What follows belongs to an exercise in optimizing a design on an open flow for small area, a short achievable clock period and few clock cycles; a production flow would make more cautious choices.
Only simulation tests tie the RTL to the original design; equivalence was not proved.
Power figures rest on the tool's default switching activity, not on a simulated workload.

==> flow/design.v <==
`default_nettype none
module ntt_core (
    input  logic        clk,
    input  logic        reset,
    input  logic        cmd_valid,
    output logic        cmd_ready,
    input  logic [1:0]  cmd,
    input  logic        in_valid,
    output logic        in_ready,
    input  logic [12:0] in_data,
    output logic        out_valid,
    input  logic        out_ready,
    output logic [12:0] out_data,
    output logic        busy
);
    localparam logic [13:0] Q = 14'd7681;
    function automatic logic [27:0] ks27(input logic [26:0] a, input logic [26:0] b,
                                         input logic cin);
        logic [26:0] g, p, gg, pp, gn, pn;
        logic [27:0] r;
        g = a & b;
        p = a ^ b;
        gg = g;
        pp = p;
        gg[0] = g[0] | (p[0] & cin);
        for (int d = 1; d < 27; d = d * 2) begin
            gn = gg;
            pn = pp;
            for (int i = d; i < 27; i++) begin
                gn[i] = gg[i] | (pp[i] & gg[i-d]);
                pn[i] = pp[i] & pp[i-d];
            end
            gg = gn;
            pp = pn;
        end
        r[0] = p[0] ^ cin;
        for (int i = 1; i < 27; i++) r[i] = p[i] ^ gg[i-1];
        r[27] = gg[26];
        ks27 = r;
    endfunction
    function automatic logic [27:0] bk27(input logic [26:0] a, input logic [26:0] b,
                                         input logic cin);
        logic [26:0] g, p, gg, pp;
        logic [27:0] r;
        g = a & b;
        p = a ^ b;
        gg = g;
        pp = p;
        gg[0] = g[0] | (p[0] & cin);
        for (int d = 1; d < 27; d = d * 2) begin
            for (int i = 2 * d - 1; i < 27; i = i + 2 * d) begin
                gg[i] = gg[i] | (pp[i] & gg[i-d]);
                pp[i] = pp[i] & pp[i-d];
            end
        end
        for (int d = 8; d >= 1; d = d / 2) begin
            for (int i = 3 * d - 1; i < 27; i = i + 2 * d) begin
                gg[i] = gg[i] | (pp[i] & gg[i-d]);
                pp[i] = pp[i] & pp[i-d];
            end
        end
        r[0] = p[0] ^ cin;
        for (int i = 1; i < 27; i++) r[i] = p[i] ^ gg[i-1];
        r[27] = gg[26];
        bk27 = r;
    endfunction
    function automatic logic [53:0] csa27(input logic [26:0] x, input logic [26:0] y,
                                          input logic [26:0] z);
        logic [26:0] sm, cy;
        sm = x ^ y ^ z;
        cy = (x & y) | (x & z) | (y & z);
        csa27 = {sm, cy[25:0], 1'b0};
    endfunction
    function automatic logic [12:0] mod_add(input logic [12:0] a, input logic [12:0] b);
        logic [27:0] s, t;
        logic [53:0] c;
        s = ks27({14'd0, a}, {14'd0, b}, 1'b0);
        c = csa27({14'd0, a}, {14'd0, b}, 27'd8703);   
        t = ks27({12'd0, c[41:27]}, {12'd0, c[14:0]}, 1'b0);
        mod_add = t[14] ? t[12:0] : s[12:0];
    endfunction
    function automatic logic [12:0] mod_sub(input logic [12:0] a, input logic [12:0] b);
        logic [27:0] d, t;
        logic [53:0] c;
        d = ks27({14'd0, a}, {13'd0, ~{1'b0, b}}, 1'b1);         
        c = csa27({14'd0, a}, {13'd0, ~{1'b0, b}}, 27'd7682);   
        t = ks27({13'd0, c[40:27]}, {13'd0, c[13:0]}, 1'b0);
        mod_sub = d[14] ? d[12:0] : t[12:0];
    endfunction
    function automatic logic [12:0] tw_rom(input logic [3:0] r, input logic [2:0] e);
        logic [12:0] v;
        v = 13'd0;
        case ({r, e})
            {4'd14, 3'd0}: v = 13'd990; {4'd14, 3'd1}: v = 13'd7103; {4'd14, 3'd2}: v = 13'd2634; {4'd14, 3'd3}: v = 13'd5538;
            {4'd14, 3'd4}: v = 13'd7427; {4'd14, 3'd5}: v = 13'd4400; {4'd14, 3'd6}: v = 13'd6819; {4'd14, 3'd7}: v = 13'd6586;
            {4'd12, 3'd0}: v = 13'd990; {4'd12, 3'd1}: v = 13'd1095; {4'd12, 3'd2}: v = 13'd862; {4'd12, 3'd3}: v = 13'd3281;
            {4'd12, 3'd4}: v = 13'd254; {4'd12, 3'd5}: v = 13'd2143; {4'd12, 3'd6}: v = 13'd5047; {4'd12, 3'd7}: v = 13'd578;
            {4'd9, 3'd0}: v = 13'd990; {4'd9, 3'd1}: v = 13'd3281; {4'd9, 3'd2}: v = 13'd5047; {4'd9, 3'd3}: v = 13'd6586;
            {4'd9, 3'd4}: v = 13'd7427; {4'd9, 3'd5}: v = 13'd7103; {4'd9, 3'd6}: v = 13'd862; {4'd9, 3'd7}: v = 13'd2143;
            {4'd0, 3'd0}: v = 13'd990; {4'd0, 3'd1}: v = 13'd5538; {4'd0, 3'd2}: v = 13'd6819; {4'd0, 3'd3}: v = 13'd578;
            {4'd0, 3'd4}: v = 13'd254; {4'd0, 3'd5}: v = 13'd1095; {4'd0, 3'd6}: v = 13'd2634; {4'd0, 3'd7}: v = 13'd4400;
            {4'd8, 3'd0}: v = 13'd990; {4'd8, 3'd1}: v = 13'd2143; {4'd8, 3'd2}: v = 13'd6819; {4'd8, 3'd3}: v = 13'd7103;
            {4'd8, 3'd4}: v = 13'd254; {4'd8, 3'd5}: v = 13'd6586; {4'd8, 3'd6}: v = 13'd2634; {4'd8, 3'd7}: v = 13'd3281;
            {4'd1, 3'd0}: v = 13'd990; {4'd1, 3'd1}: v = 13'd4400; {4'd1, 3'd2}: v = 13'd5047; {4'd1, 3'd3}: v = 13'd1095;
            {4'd1, 3'd4}: v = 13'd7427; {4'd1, 3'd5}: v = 13'd578; {4'd1, 3'd6}: v = 13'd862; {4'd1, 3'd7}: v = 13'd5538;
            {4'd7, 3'd0}: v = 13'd990; {4'd7, 3'd1}: v = 13'd6586; {4'd7, 3'd2}: v = 13'd862; {4'd7, 3'd3}: v = 13'd4400;
            {4'd7, 3'd4}: v = 13'd254; {4'd7, 3'd5}: v = 13'd5538; {4'd7, 3'd6}: v = 13'd5047; {4'd7, 3'd7}: v = 13'd7103;
            {4'd5, 3'd0}: v = 13'd990; {4'd5, 3'd1}: v = 13'd578; {4'd5, 3'd2}: v = 13'd2634; {4'd5, 3'd3}: v = 13'd2143;
            {4'd5, 3'd4}: v = 13'd7427; {4'd5, 3'd5}: v = 13'd3281; {4'd5, 3'd6}: v = 13'd6819; {4'd5, 3'd7}: v = 13'd1095;
            default: v = 13'd0;
        endcase
        tw_rom = v;
    endfunction
    function automatic logic [3:0] bitrev4(input logic [3:0] x);
        bitrev4 = {x[0], x[1], x[2], x[3]};
    endfunction
    localparam logic [1:0] S_IDLE = 2'd0;
    localparam logic [1:0] S_LTW  = 2'd1;
    localparam logic [1:0] S_LD   = 2'd2;
    localparam logic [1:0] S_POST = 2'd3;
    localparam logic [5:0] ST_OUT = 6'd32;   
    localparam logic [5:0] ST_END = 6'd48;   
    logic [1:0] state, state_n;
    logic [5:0] st, st_n;
    logic       run_ok, run_ok_n;   
    logic [3:0] root, root_n;       
    logic       ov;                 
    logic       o1v;                
    logic [3:0] o1t;                
    logic [4:0] want;               
    logic       rdy, bsy, inr;      
    logic cmd_fire, in_fire, oissue, oload, orewind, orew_r;
    assign cmd_ready = rdy;
    assign busy      = bsy;
    assign in_ready  = inr;
    assign out_valid = ov;
    assign cmd_fire  = cmd_valid && rdy;
    assign in_fire   = in_valid && inr;
    assign oissue    = (state == S_POST) && run_ok && st[5] && !st[4];
    assign oload     = o1v && (o1t == want[3:0]) && !want[4] && (!ov || out_ready);
    assign orewind   = o1v && (o1t == want[3:0]) && !want[4] && !oload;
    logic last_tw, last_ld, done;
    assign last_tw = (st[2:0] == 3'd7);
    assign last_ld = (st[3:0] == 4'd15);
    assign done    = want[4] && ov && out_ready;
    always_comb begin
        state_n  = state;
        st_n     = st;
        run_ok_n = run_ok;
        root_n   = root;
        case (state)
            S_IDLE: begin
                st_n     = '0;
                run_ok_n = 1'b0;
                if (cmd_fire) begin
                    case (cmd)
                        2'd0:    state_n = S_LTW;
                        2'd1:    state_n = S_LD;
                        default: state_n = S_IDLE;
                    endcase
                end
            end
            S_LTW: begin
                if (in_fire) begin
                    st_n = st + 6'd1;
                    if (st[2:0] == 3'd1) root_n = {in_data[0], in_data[1], in_data[3], in_data[4]};
                    if (last_tw) state_n = S_IDLE;
                end
            end
            S_LD: begin
                if (in_fire) begin
                    st_n = st + 6'd1;
                    if (last_ld) state_n = S_POST;
                end
            end
            default: begin   
                if (cmd_fire && cmd == 2'd2) run_ok_n = 1'b1;
                if (orew_r) st_n = {2'b10, want[3:0]};
                else if (!st[5] || oissue) st_n = st + 6'd1;
                if (done) state_n = S_IDLE;
            end
        endcase
    end
    always_ff @(posedge clk or posedge reset) begin
        if (reset) begin
            state  <= S_IDLE;
            st     <= '0;
            run_ok <= 1'b0;
            root   <= '0;
            o1v    <= 1'b0;
            orew_r <= 1'b0;
            want   <= '0;
        end else begin
            state  <= state_n;
            st     <= st_n;
            run_ok <= run_ok_n;
            root   <= root_n;
            o1v <= oissue;
            orew_r <= orewind && (state == S_POST);
            if (state != S_POST) want <= '0;
            else if (oload) want <= want + 5'd1;
        end
    end
    logic rdy_n, inr_n;
    always_comb begin
        case (state)
            S_IDLE:  rdy_n = !(cmd_fire && !cmd[1]);
            S_LTW:   rdy_n = in_fire && last_tw;
            S_LD:    rdy_n = in_fire && last_ld;
            default: rdy_n = (!run_ok && !(cmd_fire && cmd == 2'd2)) || done;
        endcase
        case (state)
            S_IDLE:  inr_n = cmd_fire && !cmd[1];
            S_LTW:   inr_n = !(in_fire && last_tw);
            S_LD:    inr_n = !(in_fire && last_ld);
            default: inr_n = 1'b0;
        endcase
    end
    always_ff @(posedge clk) begin
        rdy <= rdy_n;
        bsy <= !rdy_n;
        inr <= inr_n;
        ov  <= (state == S_POST) && (oload || (ov && !out_ready));
        o1t <= st[3:0];
    end
    logic [3:0] ta, tb, nx;
    logic [2:0] te;
    assign nx = st[3:0] + 4'd1;
    always_comb begin
        ta = 4'd0;
        tb = 4'd0;
        te = 3'd0;
        case (nx)
            4'd0: begin ta = 4'd0; tb = 4'd4; te = 3'd0; end
            4'd1: begin ta = 4'd1; tb = 4'd5; te = 3'd2; end
            4'd2: begin ta = 4'd2; tb = 4'd6; te = 3'd4; end
            4'd3: begin ta = 4'd3; tb = 4'd7; te = 3'd6; end
            4'd4: begin ta = 4'd8; tb = 4'd12; te = 3'd0; end
            4'd5: begin ta = 4'd9; tb = 4'd13; te = 3'd2; end
            4'd6: begin ta = 4'd10; tb = 4'd14; te = 3'd4; end
            4'd7: begin ta = 4'd11; tb = 4'd15; te = 3'd6; end
            4'd8: begin ta = 4'd0; tb = 4'd2; te = 3'd0; end
            4'd9: begin ta = 4'd1; tb = 4'd3; te = 3'd4; end
            4'd10: begin ta = 4'd8; tb = 4'd10; te = 3'd0; end
            4'd11: begin ta = 4'd9; tb = 4'd11; te = 3'd4; end
            4'd12: begin ta = 4'd4; tb = 4'd6; te = 3'd0; end
            4'd13: begin ta = 4'd5; tb = 4'd7; te = 3'd4; end
            4'd14: begin ta = 4'd12; tb = 4'd14; te = 3'd0; end
            4'd15: begin ta = 4'd13; tb = 4'd15; te = 3'd4; end
            default: ;
        endcase
    end
    function automatic logic [21:0] mkdec(input logic [1:0] kind, input logic [3:0] x,
                                          input logic [3:0] ta_, input logic [3:0] tb_,
                                          input logic [2:0] te_);
        logic       ld, inb, bf, ops, p;
        logic [3:0] a, b, br;
        logic [2:0] e;
        br  = bitrev4(x);
        ld  = (kind == 2'd0) && !x[3];
        inb = (kind == 2'd0);
        bf  = (kind == 2'd0) ? x[3] : (kind == 2'd1);
        ops = (kind == 2'd1);
        a   = (kind == 2'd0) ? {1'b0, x[2:0]} : (kind == 2'd1) ? ta_ : (br & 4'b1110);
        b   = (kind == 2'd0) ? {1'b1, x[2:0]} : (kind == 2'd1) ? tb_ : (br | 4'b0001);
        e   = (kind == 2'd0) ? x[2:0] : (kind == 2'd1) ? te_ : 3'd0;
        p   = ^a;
        mkdec = {ld, inb, bf, ops, a, b, e, p, (p ? b[3:1] : a[3:1]), (p ? a[3:1] : b[3:1])};
    endfunction
    logic [3:0]  st1;
    logic [21:0] c_ld_hold, c_ld_inc, c_ops, c_out0, c_out_hold, c_out_inc, c_out_rew, c_ld0, dn;
    assign st1        = st[3:0] + 4'd1;
    assign c_ld_hold  = mkdec(2'd0, st[3:0], ta, tb, te);
    assign c_ld_inc   = mkdec(2'd0, st1, ta, tb, te);
    assign c_ops      = mkdec(2'd1, st1, ta, tb, te);    
    assign c_out0     = mkdec(2'd2, 4'd0, ta, tb, te);
    assign c_out_hold = mkdec(2'd2, st[3:0], ta, tb, te);
    assign c_out_inc  = mkdec(2'd2, st1, ta, tb, te);
    assign c_out_rew  = mkdec(2'd2, want[3:0], ta, tb, te);
    assign c_ld0      = mkdec(2'd0, 4'd0, ta, tb, te);
    assign dn = (state == S_LD)   ? (in_fire ? (last_ld ? c_ops : c_ld_inc) : c_ld_hold) :
                (state == S_POST) ? (!st[5] ? ((st[4:0] == 5'd31) ? c_out0 : c_ops) :
                                     orew_r ? c_out_rew : oissue ? c_out_inc : c_out_hold) :
                c_ld0;
    logic       op_v, op_ld, op_in, op_bf, op_ops;
    logic [3:0] op_a, op_b;
    logic [2:0] op_e;
    logic       pa;
    logic [2:0] x0, x1;
    always_ff @(posedge clk) begin
        {op_ld, op_in, op_bf, op_ops, op_a, op_b, op_e, pa, x0, x1} <= dn;
    end
    assign op_v = op_in ? (in_fire && state == S_LD) : op_ops;
    logic [12:0] rf [16];
    logic [12:0] rd0, rd1;
    always_comb begin
        case (x0)
            3'd0: rd0 = rf[0];
            3'd1: rd0 = rf[3];
            3'd2: rd0 = rf[5];
            3'd3: rd0 = rf[6];
            3'd4: rd0 = rf[9];
            3'd5: rd0 = rf[10];
            3'd6: rd0 = rf[12];
            default: rd0 = rf[15];
        endcase
        case (x1)
            3'd0: rd1 = rf[1];
            3'd1: rd1 = rf[2];
            3'd2: rd1 = rf[4];
            3'd3: rd1 = rf[7];
            3'd4: rd1 = rf[8];
            3'd5: rd1 = rf[11];
            3'd6: rd1 = rf[13];
            default: rd1 = rf[14];
        endcase
    end
    logic [12:0] e1_u, e1_v;
    logic        e1_ld, e1_bf, e1_neg;
    logic [3:0]  e1_a, e1_b;
    logic [2:0]  e1_e;
    always_ff @(posedge clk) begin
        begin
            e1_u   <= op_ld ? 13'd0 : (pa ? rd1 : rd0);
            e1_v   <= op_in ? in_data : (pa ? rd0 : rd1);
            e1_ld  <= op_v && op_ld;
            e1_bf  <= op_v && op_bf;
            e1_a   <= op_a;
            e1_b   <= op_b;
            e1_e   <= op_e;
            e1_neg <= st[5] && st[3];   
        end
    end
    logic [12:0] e2_s, e2_d;
    assign e2_s = mod_add(e1_u, e1_v);
    assign e2_d = mod_sub(e1_u, e1_v);
    logic [12:0] s_r, d_r, oreg;
    logic        s_we;
    logic [3:0]  s_a;
    always_ff @(posedge clk) begin
        begin
            s_r   <= e2_s;
            d_r   <= e2_d;
            if (oload) oreg <= e1_neg ? e2_d : e2_s;
            s_we  <= e1_ld || e1_bf;
            s_a   <= e1_a;
        end
    end
    assign out_data = oreg;
    logic [12:0] m_d, m_w;
    assign m_d = d_r;
    logic [25:0] m_s, m_c, m_p;
    logic [16:0] m_t1;
    logic [14:0] m_t2;
    logic        m_v [5];
    logic [3:0]  m_b [5];
    logic [26:0] pp [13];
    for (genvar i = 0; i < 13; i++) begin : g_pp
        assign pp[i] = 27'({14'd0, m_d & {13{m_w[i]}}} << i);
    end
    logic [53:0] l1a, l1b, l1c, l1d, l2a, l2b, l2c, l3a, l3b, l4a, l5;
    assign l1a = csa27(pp[0], pp[1], pp[2]);
    assign l1b = csa27(pp[3], pp[4], pp[5]);
    assign l1c = csa27(pp[6], pp[7], pp[8]);
    assign l1d = csa27(pp[9], pp[10], pp[11]);
    assign l2a = csa27(l1a[53:27], l1a[26:0], l1b[53:27]);
    assign l2b = csa27(l1b[26:0], l1c[53:27], l1c[26:0]);
    assign l2c = csa27(l1d[53:27], l1d[26:0], pp[12]);
    assign l3a = csa27(l2a[53:27], l2a[26:0], l2b[53:27]);
    assign l3b = csa27(l2b[26:0], l2c[53:27], l2c[26:0]);
    assign l4a = csa27(l3a[53:27], l3a[26:0], l3b[53:27]);
    assign l5  = csa27(l4a[53:27], l4a[26:0], l3b[26:0]);
    logic [27:0] k_p;
    logic [53:0] k1a, k2a;
    logic [27:0] k_t1;
    assign k_p = bk27({1'b0, m_s}, {1'b0, m_c}, 1'b0);
    assign k1a = csa27({14'd0, m_p[8:0], 4'd0}, {10'd0, ~{8'd0, m_p[8:0]}},
                       {10'd0, ~m_p[25:9]});
    assign k2a = csa27(k1a[53:27], k1a[26:0], 27'd122898);
    assign k_t1 = bk27({10'd0, k2a[43:27]}, {10'd0, k2a[16:0]}, 1'b0);
    logic [53:0] j1a, j2a;
    logic [27:0] k_t2;
    assign j1a = csa27({12'd0, m_t1[8:0], 4'd0}, {12'd0, ~{6'd0, m_t1[8:0]}},
                       {12'd0, ~{7'd0, m_t1[16:9]}});
    assign j2a = csa27(j1a[53:27], j1a[26:0], 27'd7683);
    assign k_t2 = bk27({12'd0, j2a[41:27]}, {12'd0, j2a[14:0]}, 1'b0);
    always_ff @(posedge clk) begin
        m_w  <= tw_rom(root, e1_e);
        m_s  <= l5[52:27];
        m_c  <= l5[25:0];
        m_p  <= k_p[25:0];
        m_t1 <= k_t1[16:0];
        m_t2 <= k_t2[14:0];
        m_v[0] <= e1_bf;
        m_b[0] <= e1_b;
        for (int i = 1; i < 5; i++) begin
            m_v[i] <= m_v[i-1];
            m_b[i] <= m_b[i-1];
        end
    end
    logic [27:0] m_tm;
    logic [12:0] m_res;
    assign m_tm  = bk27({12'd0, m_t2}, 27'd25087, 1'b0);   
    assign m_res = m_tm[15] ? m_tm[12:0] : m_t2[12:0];
    always_ff @(posedge clk) begin
        for (int k = 0; k < 16; k++) begin
            if (s_we && s_a == 4'(k)) begin
                rf[k] <= s_r;
            end else if (m_v[4] && m_b[4] == 4'(k)) begin
                rf[k] <= m_res;
            end
        end
    end
endmodule
`default_nettype wire
==> flow/run.sh <==
#!/bin/bash
# synth_recipe.tcl (not shown) runs the flow's synth.tcl, then flattens the netlist and writes it again
# the make line also repeats each setting of config.mk as NAME=value (left out here)
make -C /OpenROAD-flow-scripts/flow DESIGN_CONFIG=/design/flow/config.mk WORK_HOME=/design/flow/orfs CLKGATE_MAP_FILE= SYNTH_SCRIPT=/design/flow/synth_recipe.tcl finish
==> flow/config.mk <==
export PLATFORM = sky130hd
export DESIGN_NAME = ntt_core
export DESIGN_NICKNAME = ntt_core
export VERILOG_FILES = /design/flow/design.v
export SDC_FILE = /design/flow/constraint.sdc
export NUM_CORES = 4
export LEC_CHECK = 0
export CAP_MARGIN = 20
export CORE_MARGIN = 2
export CORE_UTILIZATION = 35
export CTS_CLUSTER_DIAMETER = 90
export CTS_CLUSTER_SIZE = 26
export SLEW_MARGIN = 20
==> flow/constraint.sdc <==
create_clock -name core_clock -period 12.0 [get_ports {clk}]
set_input_delay 2.4000 -clock core_clock [delete_from_list [all_inputs] [get_ports {clk}]]
set_output_delay 2.4000 -clock core_clock [all_outputs]
set_load 0.01 [all_outputs]
==> impl_results.html <==
<table>
<tr><th>Metric</th><th>Value</th></tr>
<tr><th colspan="2">Synthesis</th></tr>
<tr><td>Post-synth design cell area</td><td>0.02992 mm2</td></tr>
<tr><td>Post-Synthesis Net Count</td><td>3505</td></tr>
<tr><td>Library cells used by synthesis</td><td>76</td></tr>
<tr><td>Most used standard cell by instance count after synthesis</td><td>nand2_1</td></tr>
<tr><td>Post-synth top cells</td><td>nand2_1 (317), inv_1 (306), o21ai_0 (253), nor2_1 (244), dfxtp_1 (242)</td></tr>
<tr><td>Post-synthesis share of cell area spent on and, or, nand and nor gates</td><td>0.1394</td></tr>
<tr><td>Synthesized area per cell</td><td>9.612 um2</td></tr>
<tr><td>Synth Area in Adders</td><td>0.1977</td></tr>
<tr><td>Parity-gate share of the synthesized area counting xor and xnor cells</td><td>0.02476</td></tr>
<tr><td>Dominant cells by area after synthesis</td><td>edfxtp_1 (22%), dfxtp_1 (16%), fa_1 (11%)</td></tr>
<tr><td>Post-synthesis cell count</td><td>3113</td></tr>
<tr><td>Post-synth top area share</td><td>0.2218</td></tr>
<tr><td>Main combinational cell family by area after synthesis</td><td>adder cells</td></tr>
<tr><td>Syn. warnings</td><td>5</td></tr>
<tr><td>Number of synthesized register bits</td><td>483</td></tr>
<tr><td>Sequential area share after synthesis</td><td>0.4004</td></tr>
<tr><td>Most frequently used flop master after synthesis</td><td>dfxtp_1</td></tr>
<tr><td>Fraction of the mapped netlist area in compound gates</td><td>0.1359</td></tr>
<tr><td>Portion of netlist area occupied by mux cells</td><td>0.03814</td></tr>
<tr><td>Number of enable-type register cells in the synthesized netlist</td><td>221</td></tr>
<tr><td>Fraction of synthesis flops using an asynchronous set or reset pin</td><td>0.04141</td></tr>
<tr><td>Yosys top cell by area</td><td>edfxtp_1</td></tr>
<tr><th colspan="2">Critical path</th></tr>
<tr><td>Arrival time at the worst endpoint</td><td>1620 ps</td></tr>
<tr><td>Worst setup path end</td><td>out_data[6]</td></tr>
<tr><td>Kind of cell adding the most delay to the critical path</td><td>buffers and inverters</td></tr>
<tr><td>Critical Path Slowest Stage Cell</td><td>clkdlybuf4s50_1</td></tr>
<tr><td>Worst stage delay on the critical path</td><td>580 ps</td></tr>
<tr><td>Number of buffers and inverters on the critical path</td><td>1</td></tr>
<tr><td>Worst setup path category</td><td>flip-flop to output port</td></tr>
<tr><td>Critical R2R Capture</td><td>oreg[2]</td></tr>
<tr><td>Crit path required time</td><td>9600 ps</td></tr>
<tr><td>Critical Path Fanout Max</td><td>1</td></tr>
<tr><td>Launch point of the critical path</td><td>oreg[6]</td></tr>
<tr><td>CP cell instances</td><td>clkdlybuf4s50_1</td></tr>
<tr><td>Startpoint of the worst-slack reg-to-reg timing path</td><td>e1_u[2]</td></tr>
<tr><td>Register-to-register setup slack</td><td>8190 ps</td></tr>
<tr><td>Cell count of the worst reg-to-reg path</td><td>12</td></tr>
<tr><td>Element type at the critical path end</td><td>output port</td></tr>
<tr><td>Critical path startpoint category</td><td>flip-flop</td></tr>
<tr><td>Count of cell instances traversed by the critical path</td><td>1</td></tr>
<tr><th colspan="2">Timing</th></tr>
<tr><td>Final Critical Period</td><td>4023 ps</td></tr>
<tr><td>Final hold vios</td><td>0</td></tr>
<tr><td>Final number of max-transition violations</td><td>0</td></tr>
<tr><td>Worst slew margin relative to its limit</td><td>0.2620</td></tr>
<tr><td>Setup repair after global routing missed its margin</td><td>false</td></tr>
<tr><td>Final setup TNS</td><td>0 ps</td></tr>
<tr><td>Hold_ws</td><td>324.5 ps</td></tr>
<tr><td>Highest clock rate</td><td>248.5 MHz</td></tr>
<tr><td>Tcrit/Tclk final</td><td>0.3353</td></tr>
<tr><td>Worst clock skew</td><td>26.09 ps</td></tr>
<tr><td>Final number of setup-violating endpoints</td><td>0</td></tr>
<tr><td>Worst Max-Slew Pin Slew</td><td>1105 ps</td></tr>
<tr><th colspan="2">Global routing</th></tr>
<tr><td>First-pass GRT wire length</td><td>119700 um</td></tr>
<tr><td>Total Routing Usage GR</td><td>0.1725</td></tr>
<tr><td>Total overflow reported by the global router</td><td>0</td></tr>
<tr><td>Maximum number of pins on one net before global-route repair</td><td>60</td></tr>
<tr><td>Antenna violations before repair</td><td>2</td></tr>
<tr><td>Number of global-route vias before repair</td><td>20585</td></tr>
<tr><th colspan="2">Power and ir drop</th></tr>
<tr><td>Seq pwr share</td><td>0.311</td></tr>
<tr><td>Internal power component</td><td>5035 uW</td></tr>
<tr><td>Worst VDD drop</td><td>0.0001620 V</td></tr>
<tr><td>Power per cell area</td><td>290.7 mW/mm2</td></tr>
<tr><td>Tot Pwr</td><td>9334 uW</td></tr>
<tr><td>Combinational Power Share</td><td>0.580</td></tr>
<tr><td>Static leakage power</td><td>0.01293 uW</td></tr>
<tr><td>Switching part of the total</td><td>0.4606</td></tr>
<tr><td>Clock power share</td><td>0.109</td></tr>
<tr><td>Net switching component of the power</td><td>4300 uW</td></tr>
<tr><th colspan="2">Final layout</th></tr>
<tr><td>Post-Layout Cell Count</td><td>4174</td></tr>
<tr><td>Number of diodes</td><td>0</td></tr>
<tr><td>Relative area change from synthesis to final layout</td><td>7.301%</td></tr>
<tr><td>Number of nets in the layout</td><td>3404</td></tr>
<tr><td>Fraction of final layout cells sized beyond drive strength 1</td><td>0.05479</td></tr>
<tr><th colspan="2">Detailed routing</th></tr>
<tr><td>Vias per std cell</td><td>5.095</td></tr>
<tr><td>Detailed-routing iteration count for the pre-antenna-repair pass</td><td>5</td></tr>
<tr><td>Post-detailed-route DRC marker count</td><td>0</td></tr>
<tr><td>Number of DRC markers in iteration 0</td><td>1589</td></tr>
<tr><td>Met1 wire length</td><td>34740 um</td></tr>
<tr><td>Post-detailed-route count of antenna-violating nets</td><td>0</td></tr>
<tr><td>Top Metal Used</td><td>met5</td></tr>
<tr><td>Met2 wirelength from detailed routing</td><td>34670 um</td></tr>
<tr><td>Total detailed-routing wirelength</td><td>75390 um</td></tr>
<tr><td>Detail-routed net length per standard cell</td><td>18.06 um</td></tr>
<tr><td>Met3 Wirelength</td><td>4560 um</td></tr>
<tr><td>Via count</td><td>21266</td></tr>
<tr><th colspan="2">Outcome</th></tr>
<tr><td>Run status</td><td>complete, no violations</td></tr>
<tr><th colspan="2">Clocking</th></tr>
<tr><td>CTS tree</td><td>built</td></tr>
<tr><td>Clock root buffer</td><td>clkbuf_16</td></tr>
<tr><td>Deepest level of the CTS H-tree</td><td>1</td></tr>
<tr><td>Post CTS Setup Buffer Count</td><td>0</td></tr>
<tr><td>Clock edge transition at the registers on the reported setup and hold paths</td><td>100 ps</td></tr>
<tr><td>Number of gates given a new drive strength after cts</td><td>0</td></tr>
<tr><td>TritonCTS buffer count</td><td>25</td></tr>
<tr><td>Clock insertion delay at the later pin of the skew report</td><td>610 ps</td></tr>
<tr><td>Total of hold buffers inserted after clock tree synthesis</td><td>0</td></tr>
<tr><td>CTS Buffer Depth</td><td>3</td></tr>
<tr><td>Sinks on the clock net</td><td>483</td></tr>
<tr><th colspan="2">Placement</th></tr>
<tr><td># port buffers</td><td>36</td></tr>
<tr><td>Final weighted congestion in routability-driven placement</td><td>0.8799</td></tr>
<tr><td>Number of cells in the design after placement</td><td>4129</td></tr>
<tr><td>DPL Wire Length</td><td>55000 um</td></tr>
<tr><th colspan="2">Job</th></tr>
<tr><td>Max capacitance violation total</td><td>0</td></tr>
<tr><th colspan="2">Die</th></tr>
<tr><td>Height of the chip</td><td>296.4 um</td></tr>
<tr><td>Std-Cell Core Area</td><td>0.08488 mm2</td></tr>
<tr><td>Boundary pin count</td><td>37</td></tr>
<tr><td>DIE AREA</td><td>0.08784 mm2</td></tr>
<tr><td>Die Wd</td><td>296.4 um</td></tr>
<tr><td>Site Rows</td><td>107</td></tr>
<tr><td>Starting density of the core</td><td>0.3525</td></tr>
<tr><th colspan="2">Worst hold path</th></tr>
<tr><td>Hold Path Class</td><td>flip-flop to flip-flop</td></tr>
</table>
[registers in the layout (all words and copies together) (netlist names), 5 cells and up]
register  count
want          5
m_s          26
d_r          13
m_t1         17
m_t2         14
oreg         13
m_p          26
m_b          20
e1_v         13
s_r          13
e1_u         13
m_w          13
m_v           5
m_c          20
st            6
rf          208
[layer usage]
| layer | up-vias | global-route usage |
|---|---|---|
| met1 | 10230 | 0.2451 |
| met2 | 639 | 0.2820 |
| met5 | - | 0 |
| li1 | 10327 | - |
| met4 | 2 | 0.03769 |
| met3 | 68 | 0.02002 |
[placed cells by master (no fill, tap or decap), types with 27 or more instances in the layout]
master           instances
dfxtp_1                241
nand2b_1                28
and2_1                 121
nor2_1                 243
a21oi_1                197
clkbuf_16               27
nor2b_1                 38
nand2_1                317
buf_4                   30
mux2i_1                 51
ha_1                   204
fa_1                   168
clkdlybuf4s50_1         36
nor3_1                  40
nand3_1                 41
edfxtp_1               221
xnor2_1                 52
mux2_2                  38
o21ai_0                232
inv_1                  306
[power by group through the flow]
stage               combinational [uW]  sequential (uW)  clock [uW]
floorplan                         4270             2550           0
finish                            5410             2900        1020
CTS                               5450             2900        1050
global placement                  5310             2940           0
detailed placement                5420             2940           0
global route                      6190             2970        1100
[stage by stage]
step                setup slack, ps  instance area (um2)  utilization
floorplan                      8158                29920            -
global placement               7502                31270       0.3685
detailed placement             7493                31270       0.3685
CTS                            7918                32110       0.3783
global route                   7919                32110       0.3783
finish                         7977                32110       0.3783
[kinds of logic after synthesis]
family                   after synthesis
AND/OR/NAND/NOR                      899
AO/OA/AOI/OAI                        678
buffers and inverters                501
flip-flops                           483
adder cells (fa/ha/maj)              372
multiplexers                          98
XOR/XNOR                              82
[worst min-delay path by stage]
| stage | cells past startpoint | slack, ps | startpoint | to |
|---|---|---|---|---|
| floorplan | 0 | 310 | op_a[0] | e1_a[0] |
| global placement | 0 | 310 | m_v[1] | m_v[2] |
| detailed placement | 0 | 310 | m_b[0][0] | m_b[1][0] |
| CTS | 0 | 330 | e1_a[0] | s_a[0] |
| global route | 0 | 330 | e1_a[0] | s_a[0] |
| finish | 0 | 320 | e1_a[0] | s_a[0] |
[area by class of cell]
| class | instances | area, um2 |
|---|---|---|
| flip-flops and latches | 483 | 11980 |
| well taps | 1144 | 1431 |
| repair buffers | 66 | 585.6 |
| fillers | 8486 | 52770 |
| clock inverters | 11 | 130.1 |
| clock buffers | 34 | 701.9 |
| multi-input cells | 2129 | 16120 |
| inverters | 307 | 1152 |
Testbench counts, summed over its fixed seeds: cycles 9,792.

-- re-timing with driven ports --
Ports are ideal in the flow. The routed layout listed here was re-timed in OpenROAD.
Step 1 sets driving cells, clkbuf_16 on the clock port and buf_2 on the other inputs (assumed; they add their load-dependent delay and slew).
Step 2 moves the port delays by t, midway between the first and last clock arrival at a register: inputs arrive t later, outputs are due t later. That takes back most of the time a late clock gives input paths.
Slacks: no drivers / after step 1 / after step 2; pairs: no drivers / after step 1.
t, ns: 0.650
setup WS [ns]: 7.977 / 7.920 / 7.426
worst setup path after step 2: input to register
After both steps this run still meets setup and hold. For this run, drivers alone change the setup slack by -0.057 ns; drivers and shift together by -0.551 ns.
